This is an optimization exercise on Yosys and OpenROAD, whose aim is a short achievable clock period and few clock cycles, not a production implementation.
The RTL was checked by simulation tests, not by an equivalence proof against the original design.
Power and IR drop assume default switching activity.

`design/flow/config.mk`:
```
export PLATFORM = sky130hd
export DESIGN_NAME = cpu_core
export DESIGN_NICKNAME = cpu_core
export VERILOG_FILES = /design/flow/design.v
export SDC_FILE = /design/flow/constraint.sdc
export NUM_CORES = 4
export LEC_CHECK = 0
export ABC_AREA = 0
export ABC_CLOCK_PERIOD_IN_PS = 2500
export CAP_MARGIN = 20
export CELL_PAD_IN_SITES_DETAIL_PLACEMENT = 1
export CELL_PAD_IN_SITES_GLOBAL_PLACEMENT = 2
export CORE_MARGIN = 2
export CORE_UTILIZATION = 45
export PLACE_DENSITY = 0.65
export SETUP_SLACK_MARGIN = 5
export SLEW_MARGIN = 20
export TNS_END_PERCENT = 100
```
`design/flow/constraint.sdc`:
```
create_clock -name core_clock -period 8.0 [get_ports {clk}]
set_input_delay 1.6000 -clock core_clock [delete_from_list [all_inputs] [get_ports {clk}]]
set_output_delay 1.6000 -clock core_clock [all_outputs]
set_load 0.01 [all_outputs]
```
`design/flow/design.v`:
```
`timescale 1ns/1ps
module cpu_core (
    input  logic        clk,
    input  logic        reset,
    output logic [31:0] imem_addr,
    input  logic [31:0] imem_data,
    output logic [31:0] dmem_addr,
    output logic [31:0] dmem_wdata,
    output logic        dmem_we,
    input  logic [31:0] dmem_rdata
);
    function automatic [31:0] ks_carry(input logic [31:0] a, input logic [31:0] b,
                                       input logic cin);
        logic [31:0] p, gg, pp, gn, pn;
        p  = a ^ b;
        gg[0] = a[0] & b[0];
        pp[0] = p[0];
        for (int i = 1; i < 32; i++) begin
            gg[i] = (a[i] & b[i]) | (a[i] & a[i-1] & b[i-1]) | (b[i] & a[i-1] & b[i-1]);
            pp[i] = p[i] & p[i-1];
        end
        for (int l = 1; l < 5; l++) begin
            gn = gg;
            pn = pp;
            for (int i = 0; i < 32; i++) begin
                if (i >= (1 << l)) begin
                    gn[i] = gg[i] | (pp[i] & gg[i - (1 << l)]);
                    pn[i] = pp[i] & pp[i - (1 << l)];
                end
            end
            gg = gn;
            pp = pn;
        end
        ks_carry = {gg[30:0] | (pp[30:0] & {31{cin}}), cin};
    endfunction
    function automatic [31:0] ks_add(input logic [31:0] a, input logic [31:0] b,
                                     input logic cin);
        ks_add = (a ^ b) ^ ks_carry(a, b, cin);
    endfunction
    function automatic logic cond_pass(input logic [3:0] c, input logic n, input logic z);
        case (c)
            4'b0000: cond_pass = z;
            4'b0001: cond_pass = !z;
            4'b0100: cond_pass = n;
            4'b0101: cond_pass = !n;
            4'b1110: cond_pass = 1'b1;
            default: cond_pass = 1'b0;
        endcase
    endfunction
    function automatic logic [3:0] cond_tab(input logic [3:0] c);
        for (int k = 0; k < 4; k++) cond_tab[k] = cond_pass(c, k[1], k[0]);
    endfunction
    function automatic logic cond_flagged(input logic [3:0] c);
        cond_flagged = (c == 4'b0000) || (c == 4'b0001) || (c == 4'b0100) || (c == 4'b0101);
    endfunction
    logic        d_valid;
    logic [31:0] d_instr;
    logic [7:0]  d_pclo;       
    logic [21:0] d_phs, d_phc;  
    logic        d_pred;       
    logic [21:0] hi_rs, hi_rc;  
    logic [7:0]  fa_n, fa;     
    logic [31:0] m_resn, m_res;
    assign fa    = ~fa_n;
    assign m_res = ~m_resn;
    logic        d_fold;       
    logic [3:0]  d_bcond;      
    logic [23:0] d_boff;       
    logic [3:0]  d_btab;       
    logic [3:0]  d_ctab;       
    localparam int BN = 4;
    logic [BN-1:0] btb_v;
    logic [7:0]    btb_key  [0:BN-1];
    logic [3:0]    btb_cond [0:BN-1];
    logic [23:0]   btb_off  [0:BN-1];
    logic [BN-1:0] btb_xsf;
    logic [7:0]    btb_tlo  [0:BN-1];    
    logic [21:0]   btb_toff [0:BN-1];    
    logic [BN-1:0] btb_zok;              
    logic [7:0]    btb_k2   [0:BN-1];    
    logic [3:0]    btb_tab  [0:BN-1];    
    logic [3:0]    btb_rn   [0:BN-1];
    logic [7:0]    btb_imm  [0:BN-1];
    logic [1:0]    btb_rr;
    logic        e_rw;         
    logic        e_ld;
    logic        e_st;
    logic        e_sf;
    logic        e_br;
    logic        e_pred;
    logic [3:0]  e_cond;
    logic [3:0]  e_bcond;
    logic [3:0]  e_ctab;       
    logic [3:0]  e_rtab;       
    logic [3:0]  e_wa;
    logic        e_and, e_orr, e_mov, e_sub, e_arith;
    logic        e_subf;       
    logic [31:0] e_a;
    logic [31:0] e_b;          
    logic [31:0] e_sd;
    logic [7:0]  e_alo;        
    logic [21:0] e_ahs, e_ahc;  
    logic        e_fsf;        
    logic        m_rw;
    logic        m_ld;
    logic        m_sf;
    logic [3:0]  m_wa;
    logic        m_fchk;       
    logic        m_pred;
    logic [3:0]  m_bcond;
    logic [3:0]  m_rtab;
    logic [7:0]  m_alo;
    logic [21:0] m_ahs, m_ahc;
    logic [31:0] regs [0:14];
    logic        flag_n;
    logic        flag_z;
    logic [31:0] m_wd;
    logic        m_z;          
    logic        eff_n, eff_z;
    assign m_wd  = m_ld ? dmem_rdata : m_res;
    assign eff_n = m_sf ? m_res[31] : flag_n;
    assign eff_z = m_sf ? m_z : flag_z;
    logic        e_cok;
    logic [31:0] src_a, src_b, sdata;
    logic [31:0] sum;
    logic [31:0] logic_res;
    logic [31:0] result;
    logic        redirect;
    logic        e_eq, e_z;
    logic [31:0] e_p, e_c, bsum;
    assign e_cok = e_ctab[{eff_n, eff_z}];
    assign src_a = e_a;
    assign src_b = e_b;
    assign sdata = e_sd;
    assign e_p  = src_a ^ src_b;
    assign e_c  = ks_carry(src_a, src_b, e_sub);
    assign sum  = e_p ^ e_c;
    assign bsum = (e_p ^ {32{q_sub}}) ^ e_c;
    assign e_eq = &(src_a ^ src_b);
    assign logic_res = ({32{e_and}} & (src_a & src_b)) |
                       ({32{e_orr}} & (src_a | src_b)) |
                       ({32{e_mov}} & src_b);
    assign result = ({32{e_arith}} & sum) | logic_res;
    always_comb begin
        if (e_sub)      e_z = e_eq;
        else if (e_and) e_z = ~|(src_a & src_b);
        else if (e_orr) e_z = ~|(src_a | src_b);
        else if (e_mov) e_z = ~|src_b;
        else            e_z = (src_a ^ src_b) == {(src_a[30:0] | src_b[30:0]), 1'b0};
    end
    logic        redirect_e, redirect_m;
    logic [7:0]  r_alo;
    logic [21:0] r_ahs, r_ahc;
    assign redirect_e = e_br && !e_fsf && e_rtab[{eff_n, eff_z}];
    assign redirect_m = m_fchk && m_rtab[{eff_n, eff_z}];
    assign redirect   = redirect_m || redirect_e;
    assign r_alo      = redirect_m ? m_alo : e_alo;
    assign r_ahs      = redirect_m ? m_ahs : e_ahs;
    assign r_ahc      = redirect_m ? m_ahc : e_ahc;
    logic [3:0]  d_cond;
    logic        d_rw, d_ld, d_st, d_sf;
    logic        stall;
    logic [29:0] d_pc8w, d_off;
    logic [31:0] d_rv1, d_rv2, d_opb;
    logic [21:0] f_hs, f_hc;   
    logic        q_dp, q_brc, q_imm, q_sub, q_subf;
    logic        q_rw, q_ld, q_st, q_sf, q_use1, q_use2;
    logic        q_and, q_orr, q_mov, q_arith;
    logic [3:0]  q_rn, q_ra2;
    logic [15:0] q_rn_oh, q_ra2_oh;
    logic [31:0] q_immx;       
    logic [7:0]  q_seqlo, q_pc8lo, q_tgtlo;
    logic        q_seqc, q_pc8c;
    logic [21:0] q_o0, q_o1, q_o2;
    logic        q_c1, q_c2;
    assign d_cond = d_instr[31:28];
    assign d_rw   = d_valid && q_rw;
    assign d_ld   = d_valid && q_ld;
    assign d_st   = d_valid && q_st;
    assign d_sf   = d_valid && q_sf;
    assign stall = d_valid && e_ld &&
                   ((q_use1 && q_rn == e_wa) || (q_use2 && q_ra2 == e_wa));
    logic [21:0] tgt_off, seq_s, seq_c, tgt_s, tgt_c, alt_s, alt_c, nxt_s, nxt_c;
    logic [31:0] pc8_h;
    assign d_off  = {{6{d_boff[23]}}, d_boff};
    assign tgt_off = q_c2 ? q_o2 : q_c1 ? q_o1 : q_o0;
    function automatic [43:0] csa22(input logic [21:0] a, input logic [21:0] b,
                                    input logic [21:0] k);
        logic [21:0] cy;
        cy = (a & b) | (a & k) | (b & k);
        csa22 = {a ^ b ^ k, cy[20:0], 1'b0};
    endfunction
    assign {seq_s, seq_c} = csa22(d_phs, d_phc, {21'd0, q_seqc});
    assign {tgt_s, tgt_c} = csa22(d_phs, d_phc, tgt_off);
    assign alt_s  = d_pred ? seq_s : tgt_s;
    assign alt_c  = d_pred ? seq_c : tgt_c;
    assign nxt_s  = d_pred ? tgt_s : seq_s;
    assign nxt_c  = d_pred ? tgt_c : seq_c;
    assign pc8_h  = ks_add({10'd0, d_phs}, {10'd0, d_phc}, q_pc8c);
    assign d_pc8w = {pc8_h[21:0], q_pc8lo};
    always_comb begin
        f_hs = d_valid ? nxt_s : hi_rs;
        f_hc = d_valid ? nxt_c : hi_rc;
    end
    function automatic logic [31:0] rd_port(input logic [3:0] ra, input logic [15:0] oh);
        logic [31:0] v;
        v = {32{oh[15]}} & {d_pc8w, 2'b00};
        for (int i = 0; i < 15; i++) v = v | ({32{oh[i]}} & regs[i]);
        if (m_rw && m_wa == ra) rd_port = m_wd;
        else                    rd_port = v;
    endfunction
    assign d_rv1  = rd_port(q_rn, q_rn_oh);
    assign d_rv2  = rd_port(q_ra2, q_ra2_oh);
    assign d_opb  = q_imm ? q_immx : (d_rv2 ^ {32{q_sub}});
    logic        e_wr, fw_a, fw_b, fw_s;
    assign e_wr = e_rw && e_cok;
    assign fw_a = e_wr && e_wa == q_rn;
    assign fw_b = e_wr && e_wa == q_ra2 && !q_imm;
    assign fw_s = e_wr && e_wa == q_ra2;
    logic        d_zk, d_nk, d_z, d_n, d_act, d_known, d_redirect;
    logic [7:0]  d_altlo;
    assign d_nk = !e_sf;
    assign d_zk = !e_sf;
    logic d_brv;
    assign d_brv = d_valid && q_brc;
    assign d_z  = eff_z;
    assign d_n  = eff_n;
    assign d_act = d_btab[{d_n, d_z}];
    assign d_known = d_brv && cond_flagged(d_bcond) && !(d_fold && q_sf) &&
                     (d_bcond[2] ? d_nk : d_zk);
    assign d_redirect = d_known && (d_act != d_pred) && !redirect && !stall;
    assign d_altlo = d_pred ? q_seqlo : q_tgtlo;
    logic [31:0] f_ins;
    logic        f_br, f_pred, f_known, f_take;
    logic [7:0]  f_pc2, f_tgt, f_other, f_next;
    assign f_ins   = imem_data;
    assign f_br    = f_ins[27:26] == 2'b10;
    assign f_known = !d_sf && !e_sf;
    always_comb begin
        case (f_ins[31:28])
            4'b1110: f_pred = f_br;
            4'b0000, 4'b0001, 4'b0100, 4'b0101:
                f_pred = f_br && (f_known ? cond_pass(f_ins[31:28], eff_n, eff_z) : f_ins[23]);
            default: f_pred = 1'b0;
        endcase
    end
    logic [31:0] f_tgt9;
    logic [9:0]  f_pc2x;
    logic        f_ca;
    assign f_pc2x = {2'b00, fa} + 10'd2;
    assign f_pc2  = f_pc2x[7:0];
    assign f_ca   = &fa[7:1];
    assign f_tgt9 = ks_add({22'd0, f_pc2x}, {24'd0, f_ins[7:0]}, 1'b0);
    assign f_tgt  = f_tgt9[7:0];
    logic [21:0] f_o0;
    assign f_o0   = {{6{f_ins[23]}}, f_ins[23:8]};
    logic [BN-1:0] h_i;
    logic          hit, h_xsf, h_pred;
    logic [3:0]    h_cond, h_tab;
    logic [23:0]   h_off;
    logic [7:0]    h_tlo;
    logic [21:0]   h_toff;
    always_comb begin
        h_cond = 4'd0;
        h_tab  = 4'd0;
        h_off  = 24'd0;
        h_xsf  = 1'b0;
        h_tlo  = 8'd0;
        h_toff = 22'd0;
        for (int i = 0; i < BN; i++) begin
            h_i[i] = btb_v[i] && btb_key[i] == fa;
            h_cond = h_cond | ({4{h_i[i]}} & btb_cond[i]);
            h_tab  = h_tab  | ({4{h_i[i]}} & btb_tab[i]);
            h_off  = h_off  | ({24{h_i[i]}} & btb_off[i]);
            h_xsf  = h_xsf  | (h_i[i] & btb_xsf[i]);
            h_tlo  = h_tlo  | ({8{h_i[i]}} & btb_tlo[i]);
            h_toff = h_toff | ({22{h_i[i]}} & btb_toff[i]);
        end
    end
    assign hit = |h_i;
    logic [BN-1:0] zr_k, zr_v, zr_w, zm_k, zm_v;
    always_comb begin
        for (int i = 0; i < BN; i++) begin
            zm_k[i] = m_rw && m_wa == btb_rn[i];
            zm_v[i] = m_res == {24'd0, btb_imm[i]};
            zr_k[i] = btb_zok[i] && (zr_w[i] || zm_k[i]) &&
                      !(zm_k[i] && m_ld) &&
                      !(e_rw && e_wa == btb_rn[i]) &&
                      !(d_rw && d_instr[15:12] == btb_rn[i]);
        end
    end
    logic [BN-1:0] p_i;
    logic [7:0]    h_nxt;
    always_comb begin
        h_nxt = 8'd0;
        for (int i = 0; i < BN; i++) begin
            case (btb_cond[i])
                4'b1110: p_i[i] = 1'b1;
                4'b0000, 4'b0001:
                    p_i[i] = zr_k[i] ? ((zm_k[i] ? zm_v[i] : zr_v[i]) ^ btb_cond[i][0]) :
                             (f_known && !btb_xsf[i]) ? btb_tab[i][{eff_n, eff_z}] :
                             btb_off[i][23];
                4'b0100, 4'b0101:
                    p_i[i] = (f_known && !btb_xsf[i]) ? btb_tab[i][{eff_n, eff_z}] :
                             btb_off[i][23];
                default: p_i[i] = 1'b0;
            endcase
            h_nxt = h_nxt | ({8{h_i[i]}} & (p_i[i] ? btb_tlo[i] : btb_k2[i]));
        end
    end
    assign h_pred = |(h_i & p_i);
    logic        b_pred;
    logic [3:0]  b_cond;
    logic [23:0] b_off;
    assign b_pred = hit ? h_pred : f_pred;
    assign b_cond = hit ? h_cond : f_ins[31:28];
    assign b_off  = hit ? h_off : f_ins[23:0];
    logic        f_rwx;
    logic [1:0]  f_cls;
    logic [3:0]  f_op, f_rn, f_rd, f_rm, f_ra2;
    logic        f_dp, f_mem, f_cmp, f_L, f_sub, f_st, f_sf;
    assign f_cls = f_ins[27:26];
    assign f_op  = f_ins[24:21];
    assign f_rn  = f_ins[19:16];
    assign f_rd  = f_ins[15:12];
    assign f_rm  = f_ins[3:0];
    assign f_dp  = f_cls == 2'b00;
    assign f_mem = f_cls == 2'b01;
    assign f_cmp = f_op == 4'b1010;
    assign f_L   = f_ins[20];
    assign f_sub = f_dp && (f_op == 4'b0010 || f_op == 4'b1010);
    assign f_st  = f_mem && !f_L;
    assign f_sf  = f_dp && (f_ins[20] || f_cmp);
    assign f_ra2 = f_st ? f_rd : f_rm;
    assign f_rwx = f_dp || (f_mem && f_L);
    always_comb begin
        if (redirect)        f_other = r_alo;
        else if (stall)      f_other = fa;
        else if (hit)        f_other = h_nxt;
        else                 f_other = fa + 8'd1;
    end
    assign f_take = f_pred && !hit && !redirect && !stall;
    assign f_next = d_redirect ? d_altlo : (f_take ? f_tgt : f_other);
    always_ff @(posedge clk or posedge reset) begin
        if (reset) begin
            imem_addr <= 32'd0;
            fa_n      <= 8'hff;
            hi_rs     <= 22'd0;
            hi_rc     <= 22'd0;
            d_valid   <= 1'b0;
            d_pred    <= 1'b0;
        end else begin
            imem_addr[9:2] <= f_next;
            fa_n           <= ~f_next;
            imem_addr[31:10] <= d_phs;
            imem_addr[1:0]   <= d_phs[1:0];
            hi_rs <= redirect ? r_ahs : alt_s;
            hi_rc <= redirect ? r_ahc : alt_c;
            if (redirect || d_redirect) d_valid <= 1'b0;
            else if (!stall)            d_valid <= 1'b1;
            if (!stall) d_pred <= b_pred;
        end
    end
    always_ff @(posedge clk) begin
        if (!stall) begin
            d_instr <= f_ins;
            d_pclo  <= fa;
            d_phs   <= f_hs;
            d_phc   <= f_hc;
            q_dp    <= f_dp;
            q_brc   <= f_br || hit;
            d_fold  <= hit;
            d_bcond <= b_cond;
            d_btab  <= hit ? h_tab : cond_tab(f_ins[31:28]);
            d_ctab  <= cond_tab(f_ins[31:28]);
            d_boff  <= b_off;
            q_o0    <= hit ? h_toff : f_o0;
            q_o1    <= f_o0 + 22'd1;
            q_o2    <= f_o0 + 22'd2;
            q_c1    <= !hit && f_tgt9[8];
            q_c2    <= !hit && f_tgt9[9];
            q_imm   <= f_mem || f_ins[25];
            q_sub   <= f_sub;
            q_subf  <= f_sub && f_sf;
            q_rw    <= ((f_dp && !f_cmp) || (f_mem && f_L)) && (f_rd != 4'd15);
            q_ld    <= f_mem && f_L && (f_rd != 4'd15);
            q_st    <= f_st;
            q_sf    <= f_sf;
            q_use1  <= f_mem || (f_dp && f_op != 4'b1101);
            q_use2  <= f_st || (f_dp && !f_ins[25]);
            q_and   <= f_dp && f_op == 4'b0000;
            q_orr   <= f_dp && f_op == 4'b1100;
            q_mov   <= f_dp && f_op == 4'b1101;
            q_arith <= !(f_dp && (f_op == 4'b0000 || f_op == 4'b1100 || f_op == 4'b1101));
            q_rn    <= f_rn;
            q_ra2   <= f_ra2;
            q_rn_oh  <= 16'd1 << f_rn;
            q_ra2_oh <= 16'd1 << f_ra2;
            q_immx  <= (f_mem ? {20'd0, f_ins[11:0]} : {24'd0, f_ins[7:0]}) ^ {32{f_sub}};
            q_seqlo <= hit ? f_pc2 : fa + 8'd1;
            q_seqc  <= hit ? f_ca : &fa;
            q_pc8lo <= f_pc2;
            q_pc8c  <= &fa[7:1];
            q_tgtlo <= hit ? h_tlo : f_tgt;
        end
    end
    always_ff @(posedge clk or posedge reset) begin
        if (reset) begin
            e_rw <= 1'b0;
            e_ld <= 1'b0;
            e_st <= 1'b0;
            e_sf <= 1'b0;
            e_br <= 1'b0;
            e_fsf <= 1'b0;
        end else if (stall || redirect) begin
            e_rw <= 1'b0;
            e_ld <= 1'b0;
            e_st <= 1'b0;
            e_sf <= 1'b0;
            e_br <= 1'b0;
            e_fsf <= 1'b0;
        end else begin
            e_rw <= d_rw;
            e_ld <= d_ld;
            e_st <= d_st;
            e_sf <= d_sf;
            e_br <= d_brv;
            e_fsf <= d_fold && q_sf;
        end
    end
    always_ff @(posedge clk) begin
        e_pred  <= d_known ? d_act : d_pred;
        e_cond  <= d_cond;
        e_bcond <= d_bcond;
        e_ctab  <= d_ctab;
        e_rtab  <= d_btab ^ {4{d_known ? d_act : d_pred}};
        e_wa    <= d_instr[15:12];
        e_and   <= q_and;
        e_orr   <= q_orr;
        e_mov   <= q_mov;
        e_sub   <= q_sub;
        e_arith <= q_arith;
        e_subf  <= q_subf;
        e_a     <= ({32{fw_a && e_arith}} & sum) | ({32{fw_a && !e_arith}} & logic_res) |
                   ({32{!fw_a}} & d_rv1);
        e_b     <= ({32{fw_b && e_arith}} & bsum) |
                   ({32{fw_b && !e_arith}} & (logic_res ^ {32{q_sub}})) |
                   ({32{!fw_b}} & d_opb);
        e_sd    <= ({32{fw_s && e_arith}} & sum) | ({32{fw_s && !e_arith}} & logic_res) |
                   ({32{!fw_s}} & d_rv2);
        e_alo   <= d_altlo;
        e_ahs   <= alt_s;
        e_ahc   <= alt_c;
    end
    always_ff @(posedge clk or posedge reset) begin
        if (reset) begin
            m_rw    <= 1'b0;
            m_sf    <= 1'b0;
            dmem_we <= 1'b0;
            m_fchk  <= 1'b0;
        end else begin
            m_rw    <= e_rw && e_cok && !redirect_m;
            m_sf    <= e_sf && e_cok && !redirect_m;
            dmem_we <= e_st && e_cok && !redirect_m;
            m_fchk  <= e_br && e_fsf && !redirect_m;
        end
    end
    always_ff @(posedge clk) begin
        m_ld       <= e_ld;
        m_pred     <= e_pred;
        m_bcond    <= e_bcond;
        m_rtab     <= e_rtab;
        m_alo      <= e_alo;
        m_ahs      <= e_ahs;
        m_ahc      <= e_ahc;
        m_wa       <= e_wa;
        dmem_addr  <= result;
        m_resn     <= ~result;
        m_z        <= e_z;
        dmem_wdata <= sdata;
    end
    always_ff @(posedge clk or posedge reset) begin
        if (reset) begin
            flag_n <= 1'b0;
            flag_z <= 1'b0;
        end else if (m_sf) begin
            flag_n <= m_res[31];
            flag_z <= m_z;
        end
    end
    logic bt_present, bt_fill, bt_rule;
    always_comb begin
        bt_present = 1'b0;
        for (int i = 0; i < BN; i++)
            bt_present = bt_present | (btb_v[i] && btb_key[i] == d_pclo);
    end
    logic f_nop;
    assign f_nop   = f_ins[27:26] == 2'b11 || !(cond_flagged(f_ins[31:28]) || f_ins[31:28] == 4'b1110);
    assign bt_rule = !q_sf || (q_subf && f_ins[31:29] != 3'b010) || f_nop;
    logic [9:0] bt_t;
    assign bt_t = {2'b00, d_pclo} + 10'd3 + {2'b00, f_ins[7:0]};
    assign bt_fill = d_valid && !q_brc && !stall && (f_br || f_nop) && bt_rule && !bt_present &&
                     !(bs_v && bs_key == d_pclo) && fa == d_pclo + 8'd1;
    logic        bs_v, bs_xsf, bs_zok;
    logic [7:0]  bs_key, bs_k2, bs_imm;
    logic [3:0]  bs_cond, bs_rn;
    logic [23:0] bs_off;
    logic [9:0]  bs_t;
    always_ff @(posedge clk or posedge reset) begin
        if (reset) bs_v <= 1'b0;
        else       bs_v <= bt_fill;
    end
    always_ff @(posedge clk) begin
        bs_key  <= d_pclo;
        bs_k2   <= d_pclo + 8'd2;
        bs_cond <= f_nop ? 4'b1111 : f_ins[31:28];
        bs_off  <= f_ins[23:0];
        bs_xsf  <= q_sf;
        bs_t    <= bt_t;
        bs_zok  <= q_subf && d_cond == 4'b1110 && d_instr[25];
        bs_rn   <= q_rn;
        bs_imm  <= d_instr[7:0];
    end
    always_ff @(posedge clk or posedge reset) begin
        if (reset) begin
            btb_v  <= '0;
            btb_rr <= 2'd0;
        end else begin
            if (bs_v) begin
                btb_v[btb_rr] <= 1'b1;
                btb_rr        <= btb_rr + 2'd1;
            end
        end
    end
    always_ff @(posedge clk) begin
        for (int i = 0; i < BN; i++) begin
            if (bs_v && btb_rr == 2'(i)) begin
                zr_w[i] <= 1'b0;
            end else if (m_rw && m_wa == btb_rn[i]) begin
                zr_w[i] <= 1'b1;
                zr_v[i] <= m_wd == {24'd0, btb_imm[i]};
            end
        end
    end
    always_ff @(posedge clk) begin
        if (bs_v) begin
            btb_key[btb_rr]  <= bs_key;
            btb_k2[btb_rr]   <= bs_k2;
            btb_cond[btb_rr] <= bs_cond;
            btb_tab[btb_rr]  <= cond_tab(bs_cond);
            btb_off[btb_rr]  <= bs_off;
            btb_xsf[btb_rr]  <= bs_xsf;
            btb_tlo[btb_rr]  <= bs_t[7:0];
            btb_toff[btb_rr] <= {{6{bs_off[23]}}, bs_off[23:8]} + {20'd0, bs_t[9:8]};
            btb_zok[btb_rr]  <= bs_zok;
            btb_rn[btb_rr]   <= bs_rn;
            btb_imm[btb_rr]  <= bs_imm;
        end
    end
    always_ff @(posedge clk or posedge reset) begin
        if (reset) begin
            for (int i = 0; i < 15; i++) regs[i] <= 32'd0;
        end else if (m_rw) begin
            regs[m_wa] <= m_wd;
        end
    end
endmodule
```
`design/flow/run.sh`:
```
#!/bin/bash
# synth_recipe.tcl (not shown) runs the flow's synth.tcl, then flattens the netlist and writes it again
# the make line also repeats each setting of config.mk as NAME=value (left out here)
make -C /OpenROAD-flow-scripts/flow DESIGN_CONFIG=/design/flow/config.mk WORK_HOME=/design/flow/orfs CLKGATE_MAP_FILE= SYNTH_SCRIPT=/design/flow/synth_recipe.tcl finish
```
==> impl_metrics.tcl, run 1 <==
set metrics [dict create \
    drive_gt1_share_pct 18.73 \
    cts.clk_slew.worst_paths_ns 0.06 \
    fin_crit_sh_pct 42.18 \
    worstHoldStart "e_sd[4]" \
    vdd_drop_max_uv 245.3 \
    synth_edf_count 479 \
    via_per_inst 6.332 \
    root_buffer "clkbuf_16" \
    ios 163 \
    synth_xor_area_share_pct 5.412 \
    routedWlPerCell_microns 32.87 \
    start_kind "flop" \
    cts.sinks 1445 \
    die_width_microns 388.4 \
    synth_cell_types 92 \
    worst_pin_slew_ns 1.200 \
    yosysSeqAreaShare_pct 55.10 \
    layout_commonest_cell "nand2_1" \
    r2r_start "d_phs[2]" \
    grt_antenna_before_repair 11 \
    row_count 141 \
    muxShareOfSynthArea_pct 3.738 \
    p_per_area_nw_per_um2 379.3 \
    synthAdderAreaFrac_pct 3.082 \
    yosysWarningCount 2 \
    worst-r2r-cell-count 13 \
    p_leak_nw 33.08 \
    synth_flop_cell "dfrtp_1" \
    rrSetupSlack_ns 4.63 \
    drc 0 \
    gr-total-overflow 0 \
    pre_cts_ws_ns 3.425 \
    clock.fmax_mhz 296.3 \
    core-area_sq_um 147300 \
    maxCapViolations 0 \
    min_path_type "flop to flop" \
    grt_use_total_pct 37.23 \
    die_y_microns 388.4 \
    syn_nets 6574 \
    outcome "no timing/DRC/antenna violations" \
    syn_area_per_cell_sq_um 10.46 \
    grt_pass1_vias 56626 \
    rsz0062_at_grt "yes" \
    synth_compound_area_share_pct 17.80 \
    start_util_pct 45.15 \
    syn_inst 6358 \
    grt_pass1_wl_microns 408700 \
    cts_tree "done" \
    portBuffers 162 \
    slew_violations 0 \
    postCtsHoldBufs 0 \
    final_cell_mix "806 x nand2_1, 662 x o21ai_0, 569 x dfrtp_1" \
    period_minus_slack_ns 3.375 \
    routed_wl_microns 285900 \
    gp_congestion 0.9439 \
    synth_top_area_share_pct 21.63 \
    post-route-util_pct 54.77 \
    htreeDepth 4 \
    clock_latency_ns 0.81 \
    worst_slack_ns 4.625 \
    setup_viol 0 \
    dieArea_sq_um 150900 \
    drt_first_iter_violations 5262 \
    synth-async-reset-ratio_pct 40.28 \
    maxSlewHeadroom_pct 20.03 \
    synth_top_family_by_area "compound AO/OA/AOI/OAI gates" \
    ant_nets 0 \
    hold_end "dmem_wdata[4]" \
    clk_path_buf_depth 3 \
    synth_top_cells_by_area "edfxtp_1 22%, dfrtp_1 22%, dfxtp_1 12%" \
    numCtsBuffers 161 \
    hold_path_depth 0 \
    num_vias 55073 \
    critPathKind "flop to flop" \
    fin_skew_ns 0.04168 \
    hold_viol 0 \
    p_total_w 0.03060 \
    yosys.area_share.simple_pct 11.33 \
    ys_seq_elements 1445 \
    cp.required_ns 8.66 \
    critPathMaxFanout 3 \
    critPathArrivalTime_ns 4.03 \
    r2r_end "e_a[29]" \
    first_pass_iters 6 \
    syn_to_final_growth_pct 21.31 \
    netlist_area_sq_um 66510 \
    final_nets 6845 \
    post-dp-hpwl_microns 178700 \
    yosysTopAreaCell "edfxtp_1" \
    grt_max_degree 140 \
    end_kind "flop" \
]
## report_power, final
group	internal, W	switching [W]
Sequential	0.00975	0.00162
Combinational	0.00461	0.00698
Clock	0.00437	0.00327
Total	0.0187	0.0119
## kinds of logic after synthesis
group,after synthesis
muxes,233
adders and majority gates,150
DFF,1445
AOI/OAI and AO/OA,1843
and+or+nand+nor,1667
xor gates and xnor gates,411
buffers and inverters,609
## cell type report
| class | count | area [sq um] |
|---|---|---|
| multi-input combinational | 4307 | 30410 |
| antenna | 2 | 5.005 |
| tap | 1930 | 2415 |
| timing repair inverter | 1 | 8.758 |
| fill | 15407 | 66630 |
| timing repair buffer | 538 | 4950 |
| inverter | 175 | 698.2 |
| clock buffer | 233 | 4572 |
| clock inverter | 66 | 822.0 |
| sequential | 1445 | 36810 |
## cell usage after synthesis, types with 130 or more instances
cell type,instances
a21oi_1,203
a22oi_1,429
clkbuf_1,344
dfrtp_1,574
dfxtp_1,384
edfxtp_1,479
inv_1,172
mux2i_1,149
nand2_1,842
nand3_1,151
nand4_1,130
nor2_1,238
o21ai_0,716
xnor2_1,203
xor2_1,208
## registers in the layout, indices dropped and copies added (netlist names), 22 cells and up
| register | cells |
|---|---|
| hi_rs | 22 |
| d_phs | 22 |
| e_b | 32 |
| m_ahs | 22 |
| btb_imm | 32 |
| dmem_addr | 32 |
| imem_addr | 30 |
| btb_toff | 68 |
| e_a | 32 |
| dmem_wdata | 32 |
| btb_tlo | 32 |
| regs | 480 |
| e_ahs | 22 |
| e_sd | 32 |
| m_resn | 32 |
| btb_k2 | 32 |
| btb_key | 28 |
## metrics by stage
step / setup TNS, ns / instance area, sq um / instances / hold WS (ns)
after floorplan: -875.30 / 66870 / 6358 / 0.3096
after global routing: 0 / 80680 / 8697 / 0.3323
after global placement: 0 / 70640 / 8175 / 0.3114
after CTS: 0 / 79260 / 8632 / 0.3263
after detailed placement: 0 / 70690 / 8176 / 0.3132
final: 0 / 80680 / 8697 / 0.3249
## what timing repair did
item	in CTS	in global routing
buffers inserted	148	62
cloned	9	1
pin swaps	123	111
resized for setup	718	235
endpoints found under the setup margin	588	343
## worst max path at each step
stage	endpoint	cells after the start	start	slack, ns
5_1_grt	e_b[21]	13	d_phs[2]	4.59
3_3_place_gp	imem_addr[7]	8	imem_data[23]	3.55
2_1_floorplan	bs_v	1	reset	-1.52
3_5_place_dp	bs_t[9]	11	imem_data[2]	3.43
6_report	e_a[29]	13	d_phs[2]	4.63
4_1_cts	e_b[21]	12	d_phs[2]	4.76
## worst max-delay path: stages, from the launching register on
cell	delay, ns
edfxtp_1	0.48
buf_6	0.17
o211ai_1	0.19
buf_4	0.17
a31oi_4	0.10
a311o_2	0.49
o211ai_1	0.26
and4b_2	0.36
buf_6	0.12
o21ai_4	0.09
xor2_2	0.19
a211o_1	0.26
o211ai_1	0.25
o21ai_1	0.11
## metal layers
layer	GRT usage [%]	up-vias	routed length (microns)
li1	-	23753	-
met1	48.31	28214	115200
met2	59.61	2372	132100
met3	6.144	720	20720
met4	20.28	14	17790
met5	0	-	99
Testbench counts, summed over its fixed seeds: cycles 53,507.
==> inputs of run 2 (changes only) <==
--- a/design/flow/config.mk
+++ b/design/flow/config.mk
@@ -13,4 +13,3 @@
 export CORE_MARGIN = 2
-export CORE_UTILIZATION = 45
-export PLACE_DENSITY = 0.65
+export CORE_UTILIZATION = 40
 export SETUP_SLACK_MARGIN = 5
==> impl_metrics.tcl, run 2 <==
set metrics [dict create \
    grtUsageMet3_pct 5.262 \
    crit_path_end "e_b[27]" \
    netlist_area_sq_um 66510 \
    routedWlPerCell_microns 33.19 \
    setup_viol 0 \
    cp.required_ns 8.69 \
    outcome "no timing/DRC/antenna violations" \
    grt_antenna_before_repair 16 \
    first_pass_iters 7 \
    busiest_layer "met2" \
    via_per_inst 6.086 \
    drc 0 \
    vdd_drop_max_uv 253.5 \
    clockPowerShare_pct 25.5 \
    syn_nets 6574 \
    clk_path_buf_depth 3 \
    yosysMostFrequentCell "nand2_1" \
    multiInputGateArea_sq_um 30540 \
    numCtsBuffers 166 \
    gr-total-overflow 0 \
    stdcell_count 9006 \
    core-area_sq_um 165000 \
    min_path_type "flop to flop" \
    root_buffer "clkbuf_16" \
    p_per_area_nw_per_um2 382.2 \
    p_seq_share_pct 36.5 \
    drt_first_iter_violations 5470 \
    period_minus_slack_ns 3.345 \
    maxSlewHeadroom_pct 29.26 \
    grt_pass1_wl_microns 422500 \
    syn_to_final_growth_pct 22.83 \
    gp_congestion 0.9227 \
    yosysTopAreaCell "edfxtp_1" \
    reg.largest.list "regs x480, btb_toff x68" \
    clock_latency_ns 0.84 \
    maxCapViolations 0 \
    die_y_microns 411.8 \
    regArea_sq_um 36820 \
    ys_seq_elements 1445 \
    drive_gt1_share_pct 20.31 \
    use_met1_pct 45.46 \
    cts.sinks 1445 \
    worst_pin_slew_ns 1.061 \
    postCtsHoldBufs 0 \
    dieArea_sq_um 169500 \
    post-dp-hpwl_microns 185600 \
    row_count 149 \
    syn_inst 6358 \
    power_switching_w 0.01203 \
    critPathMaxFanout 4 \
    rrSetupSlack_ns 4.65 \
    syn_area_per_cell_sq_um 10.46 \
    routed_wl_microns 298900 \
    cts.clk_slew.worst_paths_ns 0.06 \
    combPwrFrac_pct 38.0 \
    die_width_microns 411.8 \
    hold_viol 0 \
    grt_pass1_vias 56217 \
    start_util_pct 40.31 \
    synth_edf_count 479 \
    cp-startpoint "d_phs[2]" \
    fill_cells 17543 \
    cpPeakStageDelay_ns 0.49 \
    synth_top_cells_by_area "edfxtp_1 22%, dfrtp_1 22%, dfxtp_1 12%" \
    htreeDepth 4 \
    r2r_end "e_b[27]" \
    fin_crit_sh_pct 41.82 \
    rsz0062_at_grt "yes" \
    swShare_pct 38.54 \
    worst-r2r-cell-count 13 \
    clock.fmax_mhz 298.9 \
    yosysWarningCount 2 \
    p_leak_nw 33.44 \
    grt_use_total_pct 34.69 \
    cts_tree "done" \
    synth_top_area_share_pct 21.63 \
    cp_cell_sequence "buf_4 -> ha_4 -> nand4_1 -> a31oi_2 -> a311o_2 -> o211ai_1 -> and4b_2 -> xnor2_4 -> buf_12 -> a211o_1 -> o21ai_4 -> a211oi_2 -> xnor2_1" \
    critPathArrivalTime_ns 4.03 \
    p_int_w 0.01919 \
    layout_commonest_cell "nand2_1" \
    regMostFlops "regs" \
    synth-async-reset-ratio_pct 40.28 \
    synth_flop_cell "dfrtp_1" \
    portBuffers 162 \
    ios 163 \
    slew_violations 0 \
    synth_cell_types 92 \
    final_nets 6897 \
    grt_max_degree 148 \
    grt_util_met2_pct 55.98 \
    r2r_start "d_phs[2]" \
    final_cell_mix "799 x nand2_1, 660 x o21ai_0, 568 x dfrtp_1" \
    setup_tns_ns 0 \
    start_kind "flop" \
    largest_register_ff_count 480 \
    fin_skew_ns 0.02859 \
    end_kind "flop" \
    num_vias 54808 \
    yosysSeqAreaShare_pct 55.10 \
    ys_top_cells_by_count "842 x nand2_1, 716 x o21ai_0, 574 x dfrtp_1" \
    place_inst 8432 \
    cpMaxStageDelayCell "a311o_2" \
    ant_nets 0 \
    critPathKind "flop to flop" \
]
-- run 2: cell counts after synthesis --
No cell type changed its count.
-- run 2: area by class of cell --
cell class	instances	share of cell area (%)
Antenna cell	1	0.003063
Clock buffer	232	5.823
Clock inverter	71	1.081
Inverter	175	0.8700
Multi-Input combinational cell	4308	37.38
Sequential cell	1445	45.08
Tap cell	2189	3.353
Timing Repair Buffer	584	6.404
Timing Repair inverter	1	0.01072
-- run 2: metrics by stage --
step                      power (W)  util, %  instance area (sq um)  worst slack (ns)  hold slack [ns]
after floorplan             0.01636        -                  66870            -1.525           0.3096
after global placement      0.02082    43.00                  70950             3.494           0.3102
after detailed placement    0.02103    43.03                  71000             3.371           0.3132
after CTS                   0.03042    48.58                  80160             4.735           0.3267
after global routing        0.03261    49.51                  81690             4.560           0.3259
final                       0.03122    49.51                  81690             4.655           0.3247
-- run 2: power by group through the flow --
stage | clock network, W | logic [W] | registers, W
finish | 0.00797 | 0.0119 | 0.0114
global route | 0.00837 | 0.0126 | 0.0116
CTS | 0.00809 | 0.0110 | 0.0114
detailed placement | 0 | 0.00947 | 0.0116
global placement | 0 | 0.00929 | 0.0115
floorplan | 0 | 0.00553 | 0.0108
-- run 2: how the worst min path moves through the flow --
stage	start	endpoint	slack [ns]	cells after the start
6_report	e_sd[30]	dmem_wdata[30]	0.32	0
5_1_grt	e_sd[21]	dmem_wdata[21]	0.33	0
2_1_floorplan	e_sd[0]	dmem_wdata[0]	0.31	0
3_5_place_dp	e_sd[1]	dmem_wdata[1]	0.31	0
4_1_cts	e_sd[22]	dmem_wdata[22]	0.33	0
3_3_place_gp	e_sd[20]	dmem_wdata[20]	0.31	0
-- run 2: logic make-up after synthesis --
kind of cell / count (synthesis) / synth area share (%)
fa+ha+maj: 150 / 3.082
mux: 233 / 3.738
buf+inv: 609 / 3.531
xor+xnor: 411 / 5.412
compound gates: 1843 / 17.80
simple gates: 1667 / 11.33
flops: 1445 / 55.10
-- run 2: critical path: cells and delay by family (launching register included) --
| kind | cells | cell delay (ns) |
|---|---|---|
| xor gates and xnor gates | 2 | 0.25 |
| buffers and inverters | 2 | 0.32 |
| AOI/OAI and AO/OA | 6 | 1.50 |
| DFF | 1 | 0.40 |
| adders and majority gates | 1 | 0.21 |
| and+or+nand+nor | 2 | 0.52 |
-- run 2: metal layers --
metal / up-vias / share of wire, %
li1: 23828 / -
met3: 595 / 6.0
met1: 28356 / 42
met2: 2015 / 47
met5: - / 0.031
met4: 14 / 5.6
-- run 2: what timing repair did --
item / 4_1_cts / 5_1_grt
buffers inserted: 179 / 78
resized for setup: 895 / 211
setup endpoints to repair: 592 / 186
pin swaps: 159 / 129
gates cloned: 10 / 2
==> inputs of run 3 (changes only) <==
--- a/design/flow/config.mk
+++ b/design/flow/config.mk
@@ -10,4 +10,2 @@
 export CAP_MARGIN = 20
-export CELL_PAD_IN_SITES_DETAIL_PLACEMENT = 1
-export CELL_PAD_IN_SITES_GLOBAL_PLACEMENT = 2
 export CORE_MARGIN = 2
==> impl_metrics.tcl, run 3 <==
set metrics [dict create \
    cpMaxStageDelayCell "o211ai_1" \
    cts.clk_slew.worst_paths_ns 0.06 \
    syn_to_final_growth_pct 20.79 \
    drt_first_iter_violations 7767 \
    rsz0062_at_grt "yes" \
    fin_crit_sh_pct 40.96 \
    pre_cts_ws_ns 3.593 \
    root_buffer "clkbuf_16" \
    min_path_type "flop to flop" \
    ant_nets 0 \
    synth-async-reset-ratio_pct 40.28 \
    syn_inst 6358 \
    stdcell_count 8925 \
    yosysWarningCount 2 \
    ios 163 \
    cts.sinks 1445 \
    final_nets 6823 \
    portBuffers 162 \
    row_count 149 \
    synth_edf_count 479 \
    ys_seq_elements 1445 \
    final_cell_mix "809 x nand2_1, 670 x o21ai_0, 563 x dfrtp_1" \
    post-dp-hpwl_microns 156300 \
    cpPeakStageDelay_ns 0.51 \
    maxCapViolations 0 \
    maxSlewHeadroom_pct 26.73 \
    netlist_area_sq_um 66510 \
    yosysMostFrequentCell "nand2_1" \
    ys_top_cells_by_count "842 x nand2_1, 716 x o21ai_0, 574 x dfrtp_1" \
    post-route-util_pct 48.69 \
    cp-startpoint "d_phc[2]" \
    critPathMaxFanout 3 \
    cp.required_ns 8.65 \
    worstHoldStart "e_sd[30]" \
    worst_pin_slew_ns 1.088 \
    regMostFlops "regs" \
    num_vias 54823 \
    clock.fmax_mhz 305.2 \
    largest_register_ff_count 480 \
    clock_latency_ns 0.81 \
    yosysSeqAreaShare_pct 55.10 \
    period_minus_slack_ns 3.277 \
    end_kind "flop" \
    gr-total-overflow 0 \
    setup_viol 0 \
    p_per_area_nw_per_um2 366.3 \
    drc 0 \
    synth_cell_types 92 \
    reg.largest.list "regs x480, btb_toff x68" \
    p_leak_nw 32.87 \
    grt_antenna_before_repair 5 \
    htreeDepth 4 \
    gp_congestion 0.9738 \
    cts_tree "done" \
    drive_gt1_share_pct 18.10 \
    die_y_microns 411.8 \
    fill_cells 14962 \
    dieArea_sq_um 169500 \
    slew_violations 0 \
    hold_viol 0 \
    first_pass_iters 8 \
    vdd_drop_max_uv 279.4 \
    grt_use_total_pct 29.69 \
    core-area_sq_um 165000 \
    syn_area_per_cell_sq_um 10.46 \
    synth_top_cells_by_area "edfxtp_1 22%, dfrtp_1 22%, dfxtp_1 12%" \
    routedWlPerCell_microns 29.00 \
    hold_path_depth 0 \
    fin_skew_ns 0.03248 \
    yosysTopAreaCell "edfxtp_1" \
    critPathKind "flop to flop" \
    grt_pass1_vias 52886 \
    outcome "no timing/DRC/antenna violations" \
    postCtsHoldBufs 0 \
    cp_cell_sequence "buf_6 -> o211ai_1 -> a31oi_2 -> a311o_2 -> o211ai_1 -> and4b_2 -> o21ai_4 -> xor2_1 -> a211o_1 -> o211ai_1 -> o21ai_1" \
    worst_slack_ns 4.723 \
    synth_top_area_share_pct 21.63 \
    synth_flop_cell "dfrtp_1" \
    numCtsBuffers 150 \
    critPathArrivalTime_ns 3.93 \
    grt_pass1_wl_microns 369000 \
    crit_path_frequent_cell "o211ai_1" \
    syn_nets 6574 \
    layout_commonest_cell "nand2_1" \
    die_width_microns 411.8 \
    routed_wl_microns 258800 \
    r2r_start "d_phc[2]" \
    start_kind "flop" \
    clk_path_buf_depth 3 \
    place_inst 8414 \
    via_per_inst 6.143 \
    grt_max_degree 188 \
    start_util_pct 40.31 \
    worst-r2r-cell-count 11 \
]
==> run 3: cell counts after synthesis <==
No cell type changed its count.
==> run 3: final cells by class <==
cell class                      instances  area, sq um  area share, %
Timing Repair Buffer                  525         4838          6.023
Clock inverter                         68        830.8          1.034
Clock buffer                          211         4343          5.406
Antenna cell                            2        5.005       0.006230
Multi-Input combinational cell       4310        30060          37.42
Tap cell                             2189         2739          3.409
Sequential cell                      1445        36820          45.83
Inverter                              175        701.9         0.8738
==> run 3: timing repair <==
| item | in CTS | in global routing |
|---|---|---|
| cloned | 12 | 3 |
| setup buffers | 140 | 75 |
| endpoints found under the setup margin | 583 | 383 |
| resized for setup | 691 | 224 |
| pin swaps | 80 | 102 |
==> run 3: metal layers <==
| metal | global-route usage [%] | up-vias | part of all wire [%] |
|---|---|---|---|
| met5 | 0 | - | 0.015 |
| li1 | - | 23714 | - |
| met3 | 7.534 | 823 | 11 |
| met1 | 39.17 | 26859 | 39 |
| met2 | 44.03 | 3421 | 43 |
| met4 | 17.44 | 6 | 6.7 |
==> run 3: power breakdown <==
part,switching (W),total [W],internal [W],leakage [nW]
clock,0.00308,0.00741,0.00433,2.55
combinational,0.00632,0.0106,0.00429,16.5
sequential,0.00164,0.0114,0.00975,13.8
==> run 3: critical path, delay by kind of cell (launching register included) <==
family | cells | cell delay (ns)
AO/OA/AOI/OAI | 8 | 2.05
AND/OR/NAND/NOR | 1 | 0.33
flip-flops | 1 | 0.44
XOR/XNOR | 1 | 0.18
buffers and inverters | 1 | 0.15
==> run 3: stage by stage <==
stage          TNS, ns  instance area (sq um)  hold slack [ns]  total power [W]
2_1_floorplan  -875.30                  66870           0.3096          0.01636
3_3_place_gp         0                  70770           0.3121          0.02008
3_5_place_dp         0                  70780           0.3121          0.02023
4_1_cts              0                  78730           0.3277          0.02855
5_1_grt              0                  80330           0.3309          0.03070
6_report             0                  80330           0.3277          0.02942
==> run 3: path summary, 6_finish.rpt <==
kind,endpoint,slack [ns]
setup / recovery,e_a[29],4.72
hold / removal,dmem_wdata[30],0.33
setup reg to reg,e_a[29],4.72
hold reg to reg,dmem_wdata[30],0.33
max in group asynchronous,m_rw,5.13
min in group asynchronous,regs[8][15],1.22
==> run 3: cell families (layout without fill, tap and decap cells) <==
group,count (synthesis),in the layout,share of synthesized area (%)
other,0,2,0
AOI/OAI and AO/OA,1843,1846,17.80
and+or+nand+nor,1667,1670,11.33
DFF,1445,1445,55.10
xor gates and xnor gates,411,411,5.412
buffers and inverters,609,979,3.531
adders and majority gates,150,150,3.082
muxes,233,233,3.738
==> inputs of run 4 (changes only) <==
--- a/design/flow/config.mk
+++ b/design/flow/config.mk
@@ -11,3 +11,3 @@
 export CORE_MARGIN = 2
-export CORE_UTILIZATION = 40
+export CORE_UTILIZATION = 35
 export SETUP_SLACK_MARGIN = 5
==> impl_metrics.tcl, run 4 <==
set metrics [dict create \
    outcome "no timing/DRC/antenna violations" \
    die_width_microns 439.9 \
    row_count 159 \
    maxSlewHeadroom_pct 30.47 \
    grt_pass1_vias 52617 \
    synth_cell_types 92 \
    num_vias 54956 \
    stdcell_count 9218 \
    syn_inst 6358 \
    synth-async-reset-ratio_pct 40.28 \
    ios 163 \
    grt_pass1_wl_microns 372300 \
    yosysSeqAreaShare_pct 55.10 \
    vdd_drop_max_uv 213.8 \
    syn_to_final_growth_pct 21.01 \
    pre_cts_ws_ns 2.925 \
    layout_commonest_cell "nand2_1" \
    grt_max_degree 133 \
    largest_register_ff_count 480 \
    syn_area_per_cell_sq_um 10.46 \
    drc 0 \
    rsz0062_at_grt "yes" \
    min_path_type "flop to flop" \
    drt_first_iter_violations 8265 \
    netlist_area_sq_um 66510 \
    grt_use_total_pct 26.24 \
    cts.sinks 1445 \
    yosys.area_share.simple_pct 11.33 \
    synth_xor_area_share_pct 5.412 \
    synth_top_cells_by_area "edfxtp_1 22%, dfrtp_1 22%, dfxtp_1 12%" \
    gp_congestion 0.9668 \
    ant_nets 0 \
    clock_latency_ns 0.82 \
    post-dp-hpwl_microns 158100 \
    muxShareOfSynthArea_pct 3.738 \
    worst_pin_slew_ns 1.032 \
    fin_skew_ns 0.02859 \
    end_kind "flop" \
    final_cell_mix "813 x nand2_1, 663 x o21ai_0, 570 x dfrtp_1" \
    synth_compound_area_share_pct 17.80 \
    synth_top_area_share_pct 21.63 \
    routed_wl_microns 262200 \
    yosysMostFrequentCell "nand2_1" \
    worst_slack_ns 4.771 \
    drive_gt1_share_pct 17.82 \
    critPathArrivalTime_ns 3.90 \
    final_nets 6807 \
    reg.largest.list "regs x480, btb_toff x68" \
    first_pass_iters 12 \
    cts.clk_slew.worst_paths_ns 0.06 \
    p_leak_nw 32.75 \
    maxCapViolations 0 \
    htreeDepth 4 \
    root_buffer "clkbuf_16" \
    cts_tree "done" \
    cp.required_ns 8.68 \
    via_per_inst 5.962 \
    hold_viol 0 \
    slew_violations 0 \
    synth_flop_cell "dfrtp_1" \
    critPathKind "flop to flop" \
    core-area_sq_um 188200 \
    start_kind "flop" \
    yosysWarningCount 2 \
    clock.fmax_mhz 309.7 \
    postCtsHoldBufs 0 \
    synthAdderAreaFrac_pct 3.082 \
    rrSetupSlack_ns 4.77 \
    gr-total-overflow 0 \
    portBuffers 162 \
    p_total_w 0.02968 \
    yosysTopAreaCell "edfxtp_1" \
    clk_path_buf_depth 3 \
    dieArea_sq_um 193500 \
    numCtsBuffers 154 \
    p_per_area_nw_per_um2 368.7 \
    post_dp_cell_area_sq_um 71120 \
    stdcell_area_sq_um 80480 \
    ys_top_cells_by_count "842 x nand2_1, 716 x o21ai_0, 574 x dfrtp_1" \
    period_minus_slack_ns 3.229 \
    regMostFlops "regs" \
    ys_seq_elements 1445 \
    routedWlPerCell_microns 28.45 \
    fin_crit_sh_pct 40.37 \
    synth_edf_count 479 \
    syn_nets 6574 \
    grt_antenna_before_repair 15 \
    critPathMaxFanout 4 \
    setup_viol 0 \
    synth_top_family_by_area "compound AO/OA/AOI/OAI gates" \
    place_inst 8714 \
    start_util_pct 35.34 \
    die_y_microns 439.9 \
]
==> run 4: timing repair <==
action / CTS / global route
pin swaps: 85 / 113
gates resized for setup: 706 / 221
endpoints found under the setup margin: 726 / 388
gates cloned: 12 / 5
setup buffers: 129 / 69
==> run 4: cell type report <==
cell class / instances / area [sq um]
fillers: 17765 / 107700
diodes: 5 / 12.51
clock inverters: 56 / 585.6
repair buffers: 503 / 4568
flip-flops and latches: 1445 / 36810
well taps: 2495 / 3122
multi-input cells: 4309 / 30100
inverters: 175 / 718.2
clock buffers: 227 / 4547
repair inverters: 3 / 22.52
==> run 4: worst paths after layout <==
check	startpoint	endpoint	cells past startpoint
setup / recovery	d_phc[2]	e_b[31]	11
hold / removal	e_sd[16]	dmem_wdata[16]	0
setup reg to reg	d_phc[2]	e_b[31]	11
hold reg to reg	e_sd[16]	dmem_wdata[16]	0
max in group asynchronous	reset	regs[12][27]	4
min in group asynchronous	reset	regs[4][15]	2
==> run 4: worst max-delay path: stages (launching register included) <==
cell	delay [ns]
edfxtp_1	0.46
buf_6	0.16
o211ai_1	0.24
a31oi_2	0.15
a311o_2	0.48
o211ai_1	0.26
and4b_2	0.33
o31a_1	0.25
mux2i_2	0.34
o211ai_1	0.20
nand3_1	0.14
nand3_1	0.09
==> run 4: power breakdown <==
part           leakage, nW  total [W]  switching [W]  internal, W
Sequential            13.8     0.0114        0.00165      0.00975
Clock                 2.51    0.00734        0.00312      0.00422
Combinational         16.4     0.0109        0.00655      0.00439
==> run 4: cells by family (layout without fill, tap and decap cells) <==
kind of cell	count (synthesis)	count (layout)
AOI/OAI and AO/OA	1843	1846
and+or+nand+nor	1667	1669
DFF	1445	1445
buffers and inverters	609	964
xor gates and xnor gates	411	411
muxes	233	233
adders and majority gates	150	150
other	0	5
==> run 4: metal layers <==
layer | vias to the layer above | track usage, % | wire length (microns)
li1 | 23675 | - | -
met2 | 3477 | 39.36 | 113200
met5 | - | 0 | 171
met4 | 14 | 15.09 | 17960
met1 | 26980 | 34.39 | 102700
met3 | 810 | 6.585 | 28210
==> run 4: metrics by stage <==
| step | utilization (%) | setup TNS, ns | hold slack, ns |
|---|---|---|---|
| 2_1_floorplan | - | -875.30 | 0.3096 |
| 5_1_grt | 42.76 | 0 | 0.3288 |
| 3_5_place_dp | 37.79 | 0 | 0.3121 |
| 3_3_place_gp | 37.78 | 0 | 0.3144 |
| 4_1_cts | 41.97 | 0 | 0.3267 |
| 6_report | 42.77 | 0 | 0.3255 |
==> inputs of run 5 (changes only) <==
--- a/design/flow/design.v
+++ b/design/flow/design.v
@@ -130,3 +130,3 @@
     logic [31:0] e_p, e_c, bsum;
-    assign e_cok = e_ctab[{eff_n, eff_z}];
+    assign e_cok = m_sf ? e_ctab[{m_res[31], m_z}] : e_ctab[{flag_n, flag_z}];
     assign src_a = e_a;
@@ -153,4 +153,6 @@
     logic [21:0] r_ahs, r_ahc;
-    assign redirect_e = e_br && !e_fsf && e_rtab[{eff_n, eff_z}];
-    assign redirect_m = m_fchk && m_rtab[{eff_n, eff_z}];
+    assign redirect_e = e_br && !e_fsf &&
+                        (m_sf ? e_rtab[{m_res[31], m_z}] : e_rtab[{flag_n, flag_z}]);
+    assign redirect_m = m_fchk &&
+                        (m_sf ? m_rtab[{m_res[31], m_z}] : m_rtab[{flag_n, flag_z}]);
     assign redirect   = redirect_m || redirect_e;
@@ -206,3 +208,3 @@
         logic [31:0] v;
-        v = {32{oh[15]}} & {d_pc8w, 2'b00};
+        v = 32'd0;
         for (int i = 0; i < 15; i++) v = v | ({32{oh[i]}} & regs[i]);
@@ -214,2 +216,7 @@
     assign d_opb  = q_imm ? q_immx : (d_rv2 ^ {32{q_sub}});
+    logic [31:0] pc8v;
+    logic        r15a, r15b;
+    assign pc8v = {d_pc8w, 2'b00};
+    assign r15a = q_rn_oh[15];
+    assign r15b = q_ra2_oh[15];
     logic        e_wr, fw_a, fw_b, fw_s;
@@ -280,11 +287,17 @@
     assign hit = |h_i;
-    logic [BN-1:0] zr_k, zr_v, zr_w, zm_k, zm_v;
+    logic [BN-1:0] zr_k, zr_v, zr_w, zm_k, zm_v, zq_m, zq_de;
     always_comb begin
         for (int i = 0; i < BN; i++) begin
-            zm_k[i] = m_rw && m_wa == btb_rn[i];
+            zm_k[i] = m_rw && zq_m[i];
             zm_v[i] = m_res == {24'd0, btb_imm[i]};
             zr_k[i] = btb_zok[i] && (zr_w[i] || zm_k[i]) &&
-                      !(zm_k[i] && m_ld) &&
-                      !(e_rw && e_wa == btb_rn[i]) &&
-                      !(d_rw && d_instr[15:12] == btb_rn[i]);
+                      !(zm_k[i] && m_ld) && !zq_de[i];
+        end
+    end
+    always_ff @(posedge clk) begin
+        for (int i = 0; i < BN; i++) begin
+            logic [3:0] rn;
+            rn = (bs_v && btb_rr == 2'(i)) ? bs_rn : btb_rn[i];
+            zq_m[i]  <= e_wa == rn;
+            zq_de[i] <= (f_rwx && f_ins[15:12] == rn) || (d_rw && d_instr[15:12] == rn);
         end
@@ -444,8 +457,9 @@
         e_a     <= ({32{fw_a && e_arith}} & sum) | ({32{fw_a && !e_arith}} & logic_res) |
-                   ({32{!fw_a}} & d_rv1);
+                   ({32{!fw_a && !r15a}} & d_rv1) | ({32{r15a}} & pc8v);
         e_b     <= ({32{fw_b && e_arith}} & bsum) |
                    ({32{fw_b && !e_arith}} & (logic_res ^ {32{q_sub}})) |
-                   ({32{!fw_b}} & d_opb);
+                   ({32{!fw_b && (q_imm || !r15b)}} & d_opb) |
+                   ({32{!q_imm && r15b}} & (pc8v ^ {32{q_sub}}));
         e_sd    <= ({32{fw_s && e_arith}} & sum) | ({32{fw_s && !e_arith}} & logic_res) |
-                   ({32{!fw_s}} & d_rv2);
+                   ({32{!fw_s && !r15b}} & d_rv2) | ({32{r15b}} & pc8v);
         e_alo   <= d_altlo;
@@ -496,8 +510,6 @@
     end
-    logic f_nop;
-    assign f_nop   = f_ins[27:26] == 2'b11 || !(cond_flagged(f_ins[31:28]) || f_ins[31:28] == 4'b1110);
-    assign bt_rule = !q_sf || (q_subf && f_ins[31:29] != 3'b010) || f_nop;
+    assign bt_rule = !q_sf || (q_subf && f_ins[31:29] != 3'b010);
     logic [9:0] bt_t;
     assign bt_t = {2'b00, d_pclo} + 10'd3 + {2'b00, f_ins[7:0]};
-    assign bt_fill = d_valid && !q_brc && !stall && (f_br || f_nop) && bt_rule && !bt_present &&
+    assign bt_fill = d_valid && !q_brc && !stall && f_br && bt_rule && !bt_present &&
                      !(bs_v && bs_key == d_pclo) && fa == d_pclo + 8'd1;
@@ -515,3 +527,3 @@
         bs_k2   <= d_pclo + 8'd2;
-        bs_cond <= f_nop ? 4'b1111 : f_ins[31:28];
+        bs_cond <= f_ins[31:28];
         bs_off  <= f_ins[23:0];
--- a/design/flow/config.mk
+++ b/design/flow/config.mk
@@ -10,4 +10,7 @@
 export CAP_MARGIN = 20
+export CELL_PAD_IN_SITES_DETAIL_PLACEMENT = 1
+export CELL_PAD_IN_SITES_GLOBAL_PLACEMENT = 2
 export CORE_MARGIN = 2
-export CORE_UTILIZATION = 35
+export CORE_UTILIZATION = 45
+export PLACE_DENSITY = 0.65
 export SETUP_SLACK_MARGIN = 5
==> impl_metrics.tcl, run 5 <==
set metrics [dict create \
    outcome "no timing/DRC/antenna violations" \
    yosysMostFrequentCell "nand2_1" \
    yosysTopAreaCell "edfxtp_1" \
    combPwrFrac_pct 36.3 \
    crit_path_frequent_cell "buf_12" \
    cpMaxStageDelayCell "dfrtp_2" \
    clock_latency_ns 0.82 \
    final_cell_mix "751 x nand2_1, 619 x o21ai_0, 569 x dfrtp_1" \
    critPathMaxFanout 5 \
    drt_first_iter_violations 5914 \
    slew_violations 0 \
    start_kind "flop" \
    synth_edf_count 479 \
    worst_slack_ns 4.727 \
    portBuffers 162 \
    clock.fmax_mhz 305.6 \
    routedWlPerCell_microns 32.65 \
    num_vias 56138 \
    grt_pass1_vias 56991 \
    power_switching_w 0.01156 \
    cpPeakStageDelay_ns 0.46 \
    drc 0 \
    p_seq_share_pct 37.6 \
    drive_gt1_share_pct 18.59 \
    ys_seq_elements 1453 \
    cp_cell_sequence "buf_12 -> buf_6 -> nand2b_4 -> and2_4 -> clkinv_8 -> mux4_2 -> buf_6 -> nand3_4 -> buf_12 -> buf_12 -> buf_8 -> nor2_4 -> nand2_4 -> buf_12 -> buf_16 -> nor2_4 -> buf_6 -> a221o_1" \
    hold_end "dmem_wdata[3]" \
    gr-total-overflow 0 \
    syn_to_final_growth_pct 21.52 \
    synth_cell_types 104 \
    first_pass_iters 8 \
    r2r_end "e_b[30]" \
    numCtsBuffers 163 \
    rrSetupSlack_ns 4.73 \
    ant_nets 0 \
    hold_path_depth 0 \
    p_int_w 0.01855 \
    dieArea_sq_um 153100 \
    post-dp-hpwl_microns 177900 \
    r2r_start "m_sf" \
    via_per_inst 6.337 \
    synth_flop_cell "dfrtp_1" \
    end_kind "flop" \
    critPathArrivalTime_ns 3.96 \
    maxSlewHeadroom_pct 20.71 \
    row_count 142 \
    die_width_microns 391.3 \
    start_util_pct 45.17 \
    cp.required_ns 8.69 \
    path_buf_inv 10 \
    cts.clk_slew.worst_paths_ns 0.07 \
    swShare_pct 38.39 \
    min_path_type "flop to flop" \
    cts_tree "done" \
    worstHoldStart "e_sd[3]" \
    gp_congestion 0.9455 \
    fill_cells 15574 \
    synth-async-reset-ratio_pct 40.06 \
    worst-r2r-cell-count 18 \
    critPathKind "flop to flop" \
    worst_pin_slew_ns 1.185 \
    regMostFlops "regs" \
    p_total_w 0.03010 \
    crit_family "buffers and inverters" \
    p_per_area_nw_per_um2 367.0 \
    reg.largest.list "regs x480, btb_toff x68" \
    p_leak_nw 34.01 \
    layout_commonest_cell "nand2_1" \
    htreeDepth 4 \
    clockPowerShare_pct 26.1 \
    fin_crit_sh_pct 40.91 \
    ys_top_cells_by_count "776 x nand2_1, 678 x o21ai_0, 574 x dfrtp_1" \
    synth_top_cells_by_area "edfxtp_1 21%, dfrtp_1 21%, dfxtp_1 12%" \
    grt_use_total_pct 37.20 \
    maxCapViolations 0 \
    synth_top_area_share_pct 21.31 \
    grt_pass1_wl_microns 410600 \
    syn_area_per_cell_sq_um 10.56 \
    fin_skew_ns 0.03401 \
    clk_path_buf_depth 3 \
    hold_viol 0 \
    syn_inst 6394 \
    ios 163 \
    timing.hold.ws_ns 0.3220 \
    largest_register_ff_count 480 \
    setup_viol 0 \
    routed_wl_microns 289300 \
    grt_max_degree 126 \
    cts.sinks 1453 \
    yosysSeqAreaShare_pct 54.53 \
    postCtsHoldBufs 0 \
    period_minus_slack_ns 3.273 \
    core-area_sq_um 149400 \
    die_y_microns 391.3 \
    yosysWarningCount 2 \
    final_nets 6921 \
    syn_nets 6610 \
    pre_cts_ws_ns 3.457 \
    netlist_area_sq_um 67500 \
    grt_antenna_before_repair 10 \
    vdd_drop_max_uv 234.6 \
    root_buffer "clkbuf_16" \
    rsz0062_at_grt "yes" \
]
## run 5: changes by cell type after synthesis, sizes merged, moves of 31 or more
| cell | previous run | this run |
|---|---|---|
| mux2i | 150 | 194 |
| nand2 | 843 | 778 |
| clkbuf | 344 | 376 |
| a22o | 46 | 87 |
| a221oi | 55 | 88 |
| nand4 | 130 | 85 |
| a22oi | 429 | 361 |
| a222oi | 46 | 88 |
| nor2 | 240 | 293 |
| nand3 | 151 | 185 |
| a21oi | 203 | 172 |
## run 5: logic make-up (layout without fill, tap and decap cells)
family	count (synthesis)	after routing	synth area share, %
other cells	0	1	0
mux	273	273	4.258
flops	1453	1453	54.53
buf+inv	632	1076	3.661
fa+ha+maj	150	150	3.036
simple gates	1590	1593	10.49
compound gates	1873	1874	18.52
xor+xnor	423	423	5.500
## run 5: layout make-up
class                           count  area [sq um]  area share, %
Antenna cell                        1         2.502       0.003051
Clock buffer                      232          4663          5.685
Clock inverter                     70         914.6          1.115
Inverter                          179         724.4         0.8833
Multi-Input combinational cell   4313         30560          37.26
Sequential cell                  1453         36970          45.08
Tap cell                         2016          2522          3.075
Timing Repair Buffer              594          5655          6.895
Timing Repair inverter              1         5.005       0.006102
## run 5: power by group through the flow
stage	registers, W	logic (W)	clock network, W
global placement	0.0115	0.00890	0
global route	0.0115	0.0116	0.00822
finish	0.0113	0.0109	0.00784
floorplan	0.0108	0.00549	0
CTS	0.0113	0.0102	0.00794
detailed placement	0.0115	0.00909	0
## run 5: timing repair
item,CTS,global route
setup buffers,184,67
resized for setup,742,204
endpoints found under the setup margin,808,325
gates cloned,17,1
pin swaps,136,105
## run 5: worst max-delay path by stage
stage | start | to | cells past startpoint
after floorplan | reset | bs_v | 1
after global placement | m_resn[31] | imem_addr[3] | 10
after detailed placement | m_resn[31] | imem_addr[3] | 10
after CTS | m_sf | imem_addr[3] | 12
after global routing | m_sf | e_b[4] | 17
final | m_sf | e_b[30] | 18
## run 5: per-stage QoR
step                utilization (%)  instance area (sq um)  TNS, ns  instances
detailed placement            47.83                  71470        0       8284
finish                        54.89                  82020        0       8859
CTS                           54.00                  80690        0       8787
global placement              47.83                  71460        0       8283
floorplan                         -                  67720  -875.30       6394
global route                  54.89                  82020        0       8858
## run 5: layer usage
| metal | share of wire (%) | global-route usage, % |
|---|---|---|
| met5 | 0.016 | 0 |
| met4 | 6.9 | 23.07 |
| met3 | 7.7 | 6.101 |
| met2 | 46 | 58.28 |
| met1 | 40 | 48.22 |
Testbench counts of run 5, summed over its fixed seeds: cycles 54,555.

what the ideal ports hide:
The results above use ideal ports. As a check the final layouts listed here were re-extracted and re-timed, cells and wires unchanged. Step 1 assumes that a clkbuf_16 drives the clock port and a buf_2 every other input. Step 2, shift: input delay + t, output delay - t, t = (earliest + latest rising clock arrival at the registers) / 2. This alone moves slack from input paths to output paths. a / b / c = no drivers / after step 1 / after step 2; a / b = the first two.
| run | t (ns) | setup WS [ns] | worst setup path after step 2 | worst data-port slew with drivers (ns) | cell pins on the clock port's net |
|---|---|---|---|---|---|
| run 1 | 0.881 | 4.625 / 4.625 / 4.081 | input to register | 0.11 | 1 |
| run 2 | 0.921 | 4.655 / 4.655 / 4.085 | input to register | 0.09 | 1 |
| run 3 | 0.875 | 4.723 / 4.723 / 4.171 | input to register | 0.06 | 1 |
| run 4 | 0.885 | 4.771 / 4.771 / 4.065 | input to register | 0.11 | 1 |
| run 5 | 0.886 | 4.727 / 4.727 / 4.019 | input to register | 0.11 | 1 |
After both steps setup and hold are still met in every run listed. For run 5, which loses most, drivers alone change the setup slack by 0.000 ns; drivers and shift together by -0.708 ns.
